This is an optimization exercise on Yosys and OpenROAD, whose aim is small area, a short achievable clock period and few clock cycles per item, not a production implementation.
Where RTL was checked, it was by simulation tests only, not by an equivalence proof against the original.

==> run a: inputs <==
## wm_block_blender
module wm_block_blender #(
    parameter  int DATA_W = 8,
    parameter  int MAX_M  = 8,
    localparam int IDX_W  = $clog2(MAX_M * MAX_M)
) (
    input  wire logic              clk,
    input  wire logic              rst,
    input  wire logic [IDX_W-1:0]  cfg_m,
    input  wire logic [DATA_W:0]   cfg_bthr,
    input  wire logic [7:0]        cfg_amin,
    input  wire logic [7:0]        cfg_amax,
    input  wire logic [7:0]        cfg_bmin,
    input  wire logic [7:0]        cfg_bmax,
    input  wire logic              s_valid,
    output logic                   s_ready,
    input  wire logic [DATA_W-1:0] s_data,
    output logic                   m_valid,
    input  wire logic              m_ready,
    output logic [DATA_W-1:0]      m_data,
    output logic                   m_last,
    output logic                   busy,
    output logic                   err
);
    localparam int GAP_D = 11;
    localparam int GAP_S = 4;
    logic       rdy_q;
    logic       st_first, st_w, st_last;
    logic [2:0] st_col, st_row;      
    logic [5:0] ac;                  
  ...
==> flow/config.mk <==
export PLATFORM = sky130hd
export DESIGN_NAME = wm_block_blender
export DESIGN_NICKNAME = wm_block_blender
export VERILOG_FILES = /design/flow/design.v
export SDC_FILE = /design/flow/constraint.sdc
export NUM_CORES = 4
export LEC_CHECK = 0
export ABC_AREA = 1
export CAP_MARGIN = 20
export CORE_MARGIN = 2
export CORE_UTILIZATION = 50
export CTS_CLUSTER_DIAMETER = 100
export CTS_CLUSTER_SIZE = 28
export SLEW_MARGIN = 20
export TNS_END_PERCENT = 10
==> flow/constraint.sdc <==
create_clock -name core_clock -period 13.0 [get_ports {clk}]
set_input_delay 2.6000 -clock core_clock [delete_from_list [all_inputs] [get_ports {clk}]]
set_output_delay 2.6000 -clock core_clock [all_outputs]
set_load 0.01 [all_outputs]
standard.sh (not shown) runs the stock make flow with config.mk's settings and CLKGATE_MAP_FILE= SYNTH_SCRIPT=/design/flow/synth_recipe.tcl, a recipe that flattens the netlist after the stock synthesis.
==> flow/flow/run.sh <==
#!/bin/bash
# Own flow: the standard ORFS flow (standard.sh) with two changes in how
# the layout is made; the clock, its period and the I/O constraints are
# unchanged:
#  * timing repair is asked to leave extra setup slack (SETUP_SLACK_MARGIN),
#  * the port buffers are sky130_fd_sc_hd__buf_4 cells.
set -euo pipefail
export SETUP_SLACK_MARGIN=9.5
export BUFFER_PORTS_ARGS="-buffer_cell sky130_fd_sc_hd__buf_4"
bash standard.sh > standard.log 2>&1
==> run b: changes against run a <==
--- a/flow/design.v
+++ b/flow/design.v
@@ -19,29 +19,29 @@
     input  wire logic              m_ready,
     output logic [DATA_W-1:0]      m_data,
     output logic                   m_last,
     output logic                   busy,
     output logic                   err
 );
-    localparam int GAP_D = 11;
-    localparam int GAP_S = 4;
+    localparam int GAP = 5;
     logic       rdy_q;
     logic       st_first, st_w, st_last;
     logic [2:0] st_col, st_row;      
     logic [5:0] ac;                  
     logic [2:0] cnt;                 
     logic [2:0] nopen;               
     logic       err_q, busy_q;
     logic [2:0] mm1;                 
-    logic       pw2;                 
     logic [8:0] bthr;
     logic [7:0] bmin, bmax;
     logic [6:0] nsq;                 
+    logic [7:0] n3;                  
     logic       xfer, bad, xfer_p, xfer_w, first_ok, cap;
     logic       cfg_one;             
     logic [6:0] cfg_nsq;
+    logic [7:0] cfg_n3;
     function automatic logic gt8(input logic [7:0] a, input logic [7:0] b);
         logic [7:0] g, e;
         logic [3:0] g1, e1;
         logic [1:0] g2, e2;
         g = a & ~b;
         e = ~(a ^ b);
@@ -63,20 +63,20 @@
                gt8(cfg_amin, cfg_amax) || gt8(cfg_bmin, cfg_bmax);
         first_ok = st_first && !bad;
         cap    = xfer && st_first;
         xfer_p = xfer && (st_first || !st_w);
         xfer_w = xfer && !st_first && st_w;
         case (cfg_m[2:0])
-            3'd1:    cfg_nsq = 7'd1;
-            3'd2:    cfg_nsq = 7'd4;
-            3'd3:    cfg_nsq = 7'd9;
-            3'd4:    cfg_nsq = 7'd16;
-            3'd5:    cfg_nsq = 7'd25;
-            3'd6:    cfg_nsq = 7'd36;
-            3'd7:    cfg_nsq = 7'd49;
-            default: cfg_nsq = 7'd64;
+            3'd1:    begin cfg_nsq = 7'd1;  cfg_n3 = 8'd3;   end
+            3'd2:    begin cfg_nsq = 7'd4;  cfg_n3 = 8'd12;  end
+            3'd3:    begin cfg_nsq = 7'd9;  cfg_n3 = 8'd27;  end
+            3'd4:    begin cfg_nsq = 7'd16; cfg_n3 = 8'd48;  end
+            3'd5:    begin cfg_nsq = 7'd25; cfg_n3 = 8'd75;  end
+            3'd6:    begin cfg_nsq = 7'd36; cfg_n3 = 8'd108; end
+            3'd7:    begin cfg_nsq = 7'd49; cfg_n3 = 8'd147; end
+            default: begin cfg_nsq = 7'd64; cfg_n3 = 8'd192; end
         endcase
     end
     logic [511:0] ring;
     logic         a_p, a_first, a_colnz, a_rownz;
     logic [7:0]   a_d;
     logic [7:0]   tap_up, tap_p, upq;
@@ -89,66 +89,65 @@
             3'd4: tap_up = ring[31:24];
             3'd5: tap_up = ring[39:32];
             3'd6: tap_up = ring[47:40];
             default: tap_up = ring[55:48];
         endcase
         case (mm1)
-            3'd0: tap_p = ring[8*((1  + GAP_S - 2) % 64) +: 8];
-            3'd1: tap_p = ring[8*((4  + GAP_S - 2) % 64) +: 8];
-            3'd2: tap_p = ring[8*((9  + GAP_D - 2) % 64) +: 8];
-            3'd3: tap_p = ring[8*((16 + GAP_S - 2) % 64) +: 8];
-            3'd4: tap_p = ring[8*((25 + GAP_D - 2) % 64) +: 8];
-            3'd5: tap_p = ring[8*((36 + GAP_D - 2) % 64) +: 8];
-            3'd6: tap_p = ring[8*((49 + GAP_D - 2) % 64) +: 8];
-            default: tap_p = ring[8*((64 + GAP_S - 2) % 64) +: 8];
+            3'd0: tap_p = ring[8*((1  + GAP - 2) % 64) +: 8];
+            3'd1: tap_p = ring[8*((4  + GAP - 2) % 64) +: 8];
+            3'd2: tap_p = ring[8*((9  + GAP - 2) % 64) +: 8];
+            3'd3: tap_p = ring[8*((16 + GAP - 2) % 64) +: 8];
+            3'd4: tap_p = ring[8*((25 + GAP - 2) % 64) +: 8];
+            3'd5: tap_p = ring[8*((36 + GAP - 2) % 64) +: 8];
+            3'd6: tap_p = ring[8*((49 + GAP - 2) % 64) +: 8];
+            default: tap_p = ring[8*((64 + GAP - 2) % 64) +: 8];
         endcase
     end
     always_ff @(posedge clk) begin
         ring <= {ring[503:0], a_p ? a_d : ring[511:504]};
         a_d  <= s_data;
         upq  <= tap_up;
     end
     logic [8:0]  g_sum;
     logic [7:0]  d_left, d_up;
-    logic [13:0] sp;
-    logic [16:0] dg, dg_d;
     logic        g_v, g_first;
     logic [8:0]  g_q;
+    logic [13:0] sp;
+    logic [16:0] dg;
     logic        ge;
     function automatic logic [7:0] absdiff(input logic [7:0] x, input logic [7:0] y);
         logic [8:0] t;
         t = {1'b0, x} - {1'b0, y};
         absdiff = t[8] ? (8'd0 - t[7:0]) : t[7:0];
     endfunction
     always_comb begin
         d_left = a_colnz ? absdiff(a_d, ring[7:0]) : 8'd0;
         d_up   = a_rownz ? absdiff(a_d, upq)       : 8'd0;
         g_sum  = {1'b0, d_left} + {1'b0, d_up};
-        dg_d   = g_v ? (g_first ? 17'd0 : dg) + {8'd0, g_q} - {8'd0, bthr} : dg;
-        ge     = !dg_d[16];
+        ge     = !dg[16];
     end
-    logic [7:0]  dv;
-    logic        qs, q2;
+    logic [1:0]  dv;
+    logic        q2;
     logic [7:0]  uq, dev, cdev;
     logic [13:0] sp_s2;
-    function automatic logic [13:0] div2(input logic [13:0] x, input logic [6:0] n);
-        logic [6:0] t;
-        logic [7:0] d;
-        t = {x[13:8], x[7]};
-        d = {1'b0, t} - {1'b0, n};
-        div2 = d[7] ? {t[5:0], x[6:0], 1'b0} : {d[5:0], x[6:0], 1'b1};
+    function automatic logic [13:0] div4(input logic [13:0] x, input logic [6:0] n,
+                                         input logic [7:0] n3);
+        logic [7:0] t;
+        logic [8:0] d1, d2, d3;
+        t  = {x[13:8], x[7:6]};
+        d1 = {1'b0, t} - {2'b0, n};
+        d2 = {1'b0, t} - {1'b0, n, 1'b0};
+        d3 = {1'b0, t} - {1'b0, n3};
+        if (!d3[8])      div4 = {d3[5:0], x[5:0], 2'd3};
+        else if (!d2[8]) div4 = {d2[5:0], x[5:0], 2'd2};
+        else if (!d1[8]) div4 = {d1[5:0], x[5:0], 2'd1};
+        else             div4 = {t[5:0],  x[5:0], 2'd0};
     endfunction
-    always_comb sp_s2 = div2(sp, nsq);
+    always_comb sp_s2 = div4(div4(sp, nsq, n3), nsq, n3);
     always_comb begin
-        case (mm1)
-            3'd0:    uq = sp[7:0];
-            3'd1:    uq = sp[9:2];
-            3'd3:    uq = sp[11:4];
-            3'd7:    uq = sp[13:6];
-            default: uq = sp[7:0];    
-        endcase
+        uq    = sp[7:0];
         dev   = ge ? 8'd0   : (uq[7] ? {1'b0, uq[6:0]} : (8'd128 - uq));
         cdev  = ge ? 8'd128 : (uq[7] ? (8'd0 - uq) : uq);
     end
     function automatic logic [8:0] add8(input logic [7:0] a, input logic [7:0] b);
         logic [7:0] g, p, gg, pp, gn, pn;
         g = a & b;
@@ -179,15 +178,15 @@
         if (st_first)      sp_acc = {6'd0, s_data};
         else if (sp_lo[8]) sp_acc = {sp_hi1, sp_lo[7:0]};
         else               sp_acc = {sp[13:8], sp_lo[7:0]};
     end
     always_ff @(posedge clk) begin
         if (xfer && (st_first || !st_w)) sp <= sp_acc;
-        else if (dv != 8'd0) sp <= sp_s2;
+        else if (dv != 2'd0) sp <= sp_s2;
         g_q <= g_sum;
-        dg  <= dg_d;
+        if (g_v) dg <= (g_first ? 17'd0 : dg) + {8'd0, g_q} - {8'd0, bthr};
     end
     logic [7:0]  x1, x2, y1, y2;
     logic        o_pix, o_last, o_ka;
     logic [16:0] csa_r0, csa_r1, b_r0, b_r1, b_q;
     logic        b_pix, b_last, b_ka, b_kb;
     logic [7:0]  b_sat;
@@ -622,29 +621,29 @@
         ac_nx    = ac + 6'd1;
         if (xfer) begin
             ac_nx = 6'd0;
             if (st_first) begin
                 first_nx = bad;
                 w_nx     = cfg_one;
-                if (cfg_one) ac_nx = 6'(64 - GAP_S);
+                if (cfg_one) ac_nx = 6'(64 - GAP);
             end else if (!st_w) begin
                 if (st_last) begin
                     w_nx  = 1'b1;
-                    ac_nx = pw2 ? 6'(64 - GAP_S) : 6'(64 - GAP_D);
+                    ac_nx = 6'(64 - GAP);
                 end
             end else if (st_last) begin
                 first_nx = 1'b1;
             end
         end
     end
     always_ff @(posedge clk or negedge rst) begin
         if (!rst) begin
             rdy_q <= 1'b0;
             st_first <= 1'b1;
             cnt <= '0; nopen <= '0; err_q <= 1'b0; busy_q <= 1'b0;
-            a_p <= 1'b0; g_v <= 1'b0; dv <= '0; qs <= 1'b0; q2 <= 1'b0;
+            a_p <= 1'b0; g_v <= 1'b0; dv <= '0; q2 <= 1'b0;
             o_pix <= 1'b0; o_ka <= 1'b0;
             b_pix <= 1'b0; b_ka <= 1'b0; b_kb <= 1'b0;
             m_valid <= 1'b0;
             fh <= '0; ft <= '0; fc <= '0;
         end else begin
             rdy_q    <= rdy_nx;
@@ -652,15 +651,14 @@
             cnt      <= cnt_nx;
             nopen    <= nopen_nx;
             busy_q   <= busy_nx;
             err_q    <= xfer && st_first && bad;
             a_p      <= xfer_p;
             g_v      <= a_p;
-            dv       <= {dv[6:0], xfer && !st_first && !st_w && st_last && !pw2};
-            qs       <= xfer && (st_first ? (!bad && cfg_one) : (!st_w && st_last && pw2));
-            q2       <= dv[7] || qs;
+            dv       <= {dv[0], xfer && (st_first ? (!bad && cfg_one) : (!st_w && st_last))};
+            q2       <= dv[1];
             o_pix    <= xfer_w;
             o_ka     <= q2;
             b_pix    <= o_pix;
             b_ka     <= o_ka;
             b_kb     <= b_ka;
             if (out_free) m_valid <= (fc != 2'd0) || b_pix;
@@ -689,22 +687,21 @@
                     st_col <= st_col + 3'd1;
                 end
                 st_last <= (st_col != mm1) && (st_col + 3'd1 == mm1) && (st_row == mm1);
             end
         end
         a_first <= st_first;
-        g_first <= a_first;
         a_colnz <= !st_first && (st_col != 3'd0);
         a_rownz <= !st_first && (st_row != 3'd0);
+        g_first <= a_first;
         o_last  <= st_last;
         b_last  <= o_last;
         if (cap) begin
             mm1  <= cfg_m[2:0] - 3'd1;
-            pw2  <= (cfg_m[2:0] == 3'd1) || (cfg_m[2:0] == 3'd2) ||
-                    (cfg_m[2:0] == 3'd4) || (cfg_m[2:0] == 3'd0);
             nsq  <= cfg_nsq;
+            n3   <= cfg_n3;
             bthr <= cfg_bthr;
             bmin <= cfg_bmin;
             bmax <= cfg_bmax;
         end
     end
     always_comb begin
==> flow/flow/run.sh (replaced) <==
#!/bin/bash
# Own flow: the standard ORFS flow (standard.sh) with two changes in how
# the layout is made; the clock, its period and the I/O constraints are
# unchanged:
#  * timing repair is asked to leave extra setup slack (SETUP_SLACK_MARGIN),
#  * the port buffers are sky130_fd_sc_hd__buf_4 cells.
set -euo pipefail
export SETUP_SLACK_MARGIN=9.2
export BUFFER_PORTS_ARGS="-buffer_cell sky130_fd_sc_hd__buf_4"
bash standard.sh > standard.log 2>&1
- ABC_AREA: 1 -> unset
==> run c: changes against run a <==
--- a/flow/design.v
+++ b/flow/design.v
@@ -19,13 +19,13 @@
     input  wire logic              m_ready,
     output logic [DATA_W-1:0]      m_data,
     output logic                   m_last,
     output logic                   busy,
     output logic                   err
 );
-    localparam int GAP_D = 11;
+    localparam int GAP_D = 5;
     localparam int GAP_S = 4;
     logic       rdy_q;
     logic       st_first, st_w, st_last;
     logic [2:0] st_col, st_row;      
     logic [5:0] ac;                  
     logic [2:0] cnt;                 
@@ -33,15 +33,17 @@
     logic       err_q, busy_q;
     logic [2:0] mm1;                 
     logic       pw2;                 
     logic [8:0] bthr;
     logic [7:0] bmin, bmax;
     logic [6:0] nsq;                 
+    logic [7:0] n3;                  
     logic       xfer, bad, xfer_p, xfer_w, first_ok, cap;
     logic       cfg_one;             
     logic [6:0] cfg_nsq;
+    logic [7:0] cfg_n3;
     function automatic logic gt8(input logic [7:0] a, input logic [7:0] b);
         logic [7:0] g, e;
         logic [3:0] g1, e1;
         logic [1:0] g2, e2;
         g = a & ~b;
         e = ~(a ^ b);
@@ -63,20 +65,20 @@
                gt8(cfg_amin, cfg_amax) || gt8(cfg_bmin, cfg_bmax);
         first_ok = st_first && !bad;
         cap    = xfer && st_first;
         xfer_p = xfer && (st_first || !st_w);
         xfer_w = xfer && !st_first && st_w;
         case (cfg_m[2:0])
-            3'd1:    cfg_nsq = 7'd1;
-            3'd2:    cfg_nsq = 7'd4;
-            3'd3:    cfg_nsq = 7'd9;
-            3'd4:    cfg_nsq = 7'd16;
-            3'd5:    cfg_nsq = 7'd25;
-            3'd6:    cfg_nsq = 7'd36;
-            3'd7:    cfg_nsq = 7'd49;
-            default: cfg_nsq = 7'd64;
+            3'd1:    begin cfg_nsq = 7'd1;  cfg_n3 = 8'd3;   end
+            3'd2:    begin cfg_nsq = 7'd4;  cfg_n3 = 8'd12;  end
+            3'd3:    begin cfg_nsq = 7'd9;  cfg_n3 = 8'd27;  end
+            3'd4:    begin cfg_nsq = 7'd16; cfg_n3 = 8'd48;  end
+            3'd5:    begin cfg_nsq = 7'd25; cfg_n3 = 8'd75;  end
+            3'd6:    begin cfg_nsq = 7'd36; cfg_n3 = 8'd108; end
+            3'd7:    begin cfg_nsq = 7'd49; cfg_n3 = 8'd147; end
+            default: begin cfg_nsq = 7'd64; cfg_n3 = 8'd192; end
         endcase
     end
     logic [511:0] ring;
     logic         a_p, a_first, a_colnz, a_rownz;
     logic [7:0]   a_d;
     logic [7:0]   tap_up, tap_p, upq;
@@ -107,40 +109,43 @@
         a_d  <= s_data;
         upq  <= tap_up;
     end
     logic [8:0]  g_sum;
     logic [7:0]  d_left, d_up;
     logic [13:0] sp;
-    logic [16:0] dg, dg_d;
-    logic        g_v, g_first;
-    logic [8:0]  g_q;
+    logic [16:0] dg;
     logic        ge;
     function automatic logic [7:0] absdiff(input logic [7:0] x, input logic [7:0] y);
         logic [8:0] t;
         t = {1'b0, x} - {1'b0, y};
         absdiff = t[8] ? (8'd0 - t[7:0]) : t[7:0];
     endfunction
     always_comb begin
         d_left = a_colnz ? absdiff(a_d, ring[7:0]) : 8'd0;
         d_up   = a_rownz ? absdiff(a_d, upq)       : 8'd0;
         g_sum  = {1'b0, d_left} + {1'b0, d_up};
-        dg_d   = g_v ? (g_first ? 17'd0 : dg) + {8'd0, g_q} - {8'd0, bthr} : dg;
-        ge     = !dg_d[16];
+        ge     = !dg[16];
     end
-    logic [7:0]  dv;
+    logic [1:0]  dv;
     logic        qs, q2;
     logic [7:0]  uq, dev, cdev;
     logic [13:0] sp_s2;
-    function automatic logic [13:0] div2(input logic [13:0] x, input logic [6:0] n);
-        logic [6:0] t;
-        logic [7:0] d;
-        t = {x[13:8], x[7]};
-        d = {1'b0, t} - {1'b0, n};
-        div2 = d[7] ? {t[5:0], x[6:0], 1'b0} : {d[5:0], x[6:0], 1'b1};
+    function automatic logic [13:0] div4(input logic [13:0] x, input logic [6:0] n,
+                                         input logic [7:0] n3);
+        logic [7:0] t;
+        logic [8:0] d1, d2, d3;
+        t  = {x[13:8], x[7:6]};
+        d1 = {1'b0, t} - {2'b0, n};
+        d2 = {1'b0, t} - {1'b0, n, 1'b0};
+        d3 = {1'b0, t} - {1'b0, n3};
+        if (!d3[8])      div4 = {d3[5:0], x[5:0], 2'd3};
+        else if (!d2[8]) div4 = {d2[5:0], x[5:0], 2'd2};
+        else if (!d1[8]) div4 = {d1[5:0], x[5:0], 2'd1};
+        else             div4 = {t[5:0],  x[5:0], 2'd0};
     endfunction
-    always_comb sp_s2 = div2(sp, nsq);
+    always_comb sp_s2 = div4(div4(sp, nsq, n3), nsq, n3);
     always_comb begin
         case (mm1)
             3'd0:    uq = sp[7:0];
             3'd1:    uq = sp[9:2];
             3'd3:    uq = sp[11:4];
             3'd7:    uq = sp[13:6];
@@ -179,15 +184,14 @@
         if (st_first)      sp_acc = {6'd0, s_data};
         else if (sp_lo[8]) sp_acc = {sp_hi1, sp_lo[7:0]};
         else               sp_acc = {sp[13:8], sp_lo[7:0]};
     end
     always_ff @(posedge clk) begin
         if (xfer && (st_first || !st_w)) sp <= sp_acc;
-        else if (dv != 8'd0) sp <= sp_s2;
-        g_q <= g_sum;
-        dg  <= dg_d;
+        else if (dv != 2'd0) sp <= sp_s2;
+        if (a_p) dg <= (a_first ? 17'd0 : dg) + {8'd0, g_sum} - {8'd0, bthr};
     end
     logic [7:0]  x1, x2, y1, y2;
     logic        o_pix, o_last, o_ka;
     logic [16:0] csa_r0, csa_r1, b_r0, b_r1, b_q;
     logic        b_pix, b_last, b_ka, b_kb;
     logic [7:0]  b_sat;
@@ -638,29 +642,28 @@
     end
     always_ff @(posedge clk or negedge rst) begin
         if (!rst) begin
             rdy_q <= 1'b0;
             st_first <= 1'b1;
             cnt <= '0; nopen <= '0; err_q <= 1'b0; busy_q <= 1'b0;
-            a_p <= 1'b0; g_v <= 1'b0; dv <= '0; qs <= 1'b0; q2 <= 1'b0;
+            a_p <= 1'b0; dv <= '0; qs <= 1'b0; q2 <= 1'b0;
             o_pix <= 1'b0; o_ka <= 1'b0;
             b_pix <= 1'b0; b_ka <= 1'b0; b_kb <= 1'b0;
             m_valid <= 1'b0;
             fh <= '0; ft <= '0; fc <= '0;
         end else begin
             rdy_q    <= rdy_nx;
             st_first <= first_nx;
             cnt      <= cnt_nx;
             nopen    <= nopen_nx;
             busy_q   <= busy_nx;
             err_q    <= xfer && st_first && bad;
             a_p      <= xfer_p;
-            g_v      <= a_p;
-            dv       <= {dv[6:0], xfer && !st_first && !st_w && st_last && !pw2};
+            dv       <= {dv[0], xfer && !st_first && !st_w && st_last && !pw2};
             qs       <= xfer && (st_first ? (!bad && cfg_one) : (!st_w && st_last && pw2));
-            q2       <= dv[7] || qs;
+            q2       <= dv[1] || qs;
             o_pix    <= xfer_w;
             o_ka     <= q2;
             b_pix    <= o_pix;
             b_ka     <= o_ka;
             b_kb     <= b_ka;
             if (out_free) m_valid <= (fc != 2'd0) || b_pix;
@@ -689,22 +692,22 @@
                     st_col <= st_col + 3'd1;
                 end
                 st_last <= (st_col != mm1) && (st_col + 3'd1 == mm1) && (st_row == mm1);
             end
         end
         a_first <= st_first;
-        g_first <= a_first;
         a_colnz <= !st_first && (st_col != 3'd0);
         a_rownz <= !st_first && (st_row != 3'd0);
         o_last  <= st_last;
         b_last  <= o_last;
         if (cap) begin
             mm1  <= cfg_m[2:0] - 3'd1;
             pw2  <= (cfg_m[2:0] == 3'd1) || (cfg_m[2:0] == 3'd2) ||
                     (cfg_m[2:0] == 3'd4) || (cfg_m[2:0] == 3'd0);
             nsq  <= cfg_nsq;
+            n3   <= cfg_n3;
             bthr <= cfg_bthr;
             bmin <= cfg_bmin;
             bmax <= cfg_bmax;
         end
     end
     always_comb begin
==> run notes <==
- Wire length, lowest first: run a, run b, run c.
- The lowest first-iteration DRC count belongs to run a, the highest to run b.
- Register-to-register slack: run c < run b < run a.
- Critical path depth: run c > run b > run a.
- In run a the die area is lower than in run b, by about 1.8%.
- Area after synthesis: run c > run b > run a.
- Of run a and run b, run a has the higher sequential share of layout area (gap 2.3 points).
- The lowest count of clock-buffer cells in the layout belongs to run c, the highest to run b.
Testbench counts of run a, summed over its fixed seeds: cycles 17,040, items 7,956.
Testbench counts of run b, summed over its fixed seeds: cycles 16,896, items 7,956.
For run c, only the layout was checked, not whether the RTL still works.

afterwards: timing with drivers on the ports:
The flow's constraints put no driver on any port. The routed layouts listed below were extracted and timed again, unchanged, in two steps. Step 1: set_driving_cell puts a clkbuf_16 on clk and a buf_2 on each other input, an assumption about the parent block. Step 2 moves the port delays by t, midway between the first and last clock arrival at a register: inputs arrive t later, outputs are due t later. That takes back most of the time a late clock gives input paths. a / b / c = ideal ports / drivers / drivers and shift; a / b = the first two.
| run | t (ns) | setup slack, ns | cell pins on the clock port's net |
|---|---|---|---|
| run a | 0.641 | 9.164 / 9.109 / 8.604 | 1 |
| run b | 0.697 | 9.044 / 9.036 / 8.339 | 1 |
| run c | 0.650 | 8.066 / 8.066 / 8.066 | 1 |
After both steps every run listed still meets setup and hold. The setup slack of run b, which loses most, moves by -0.008 ns with the drivers and by -0.705 ns with both steps.
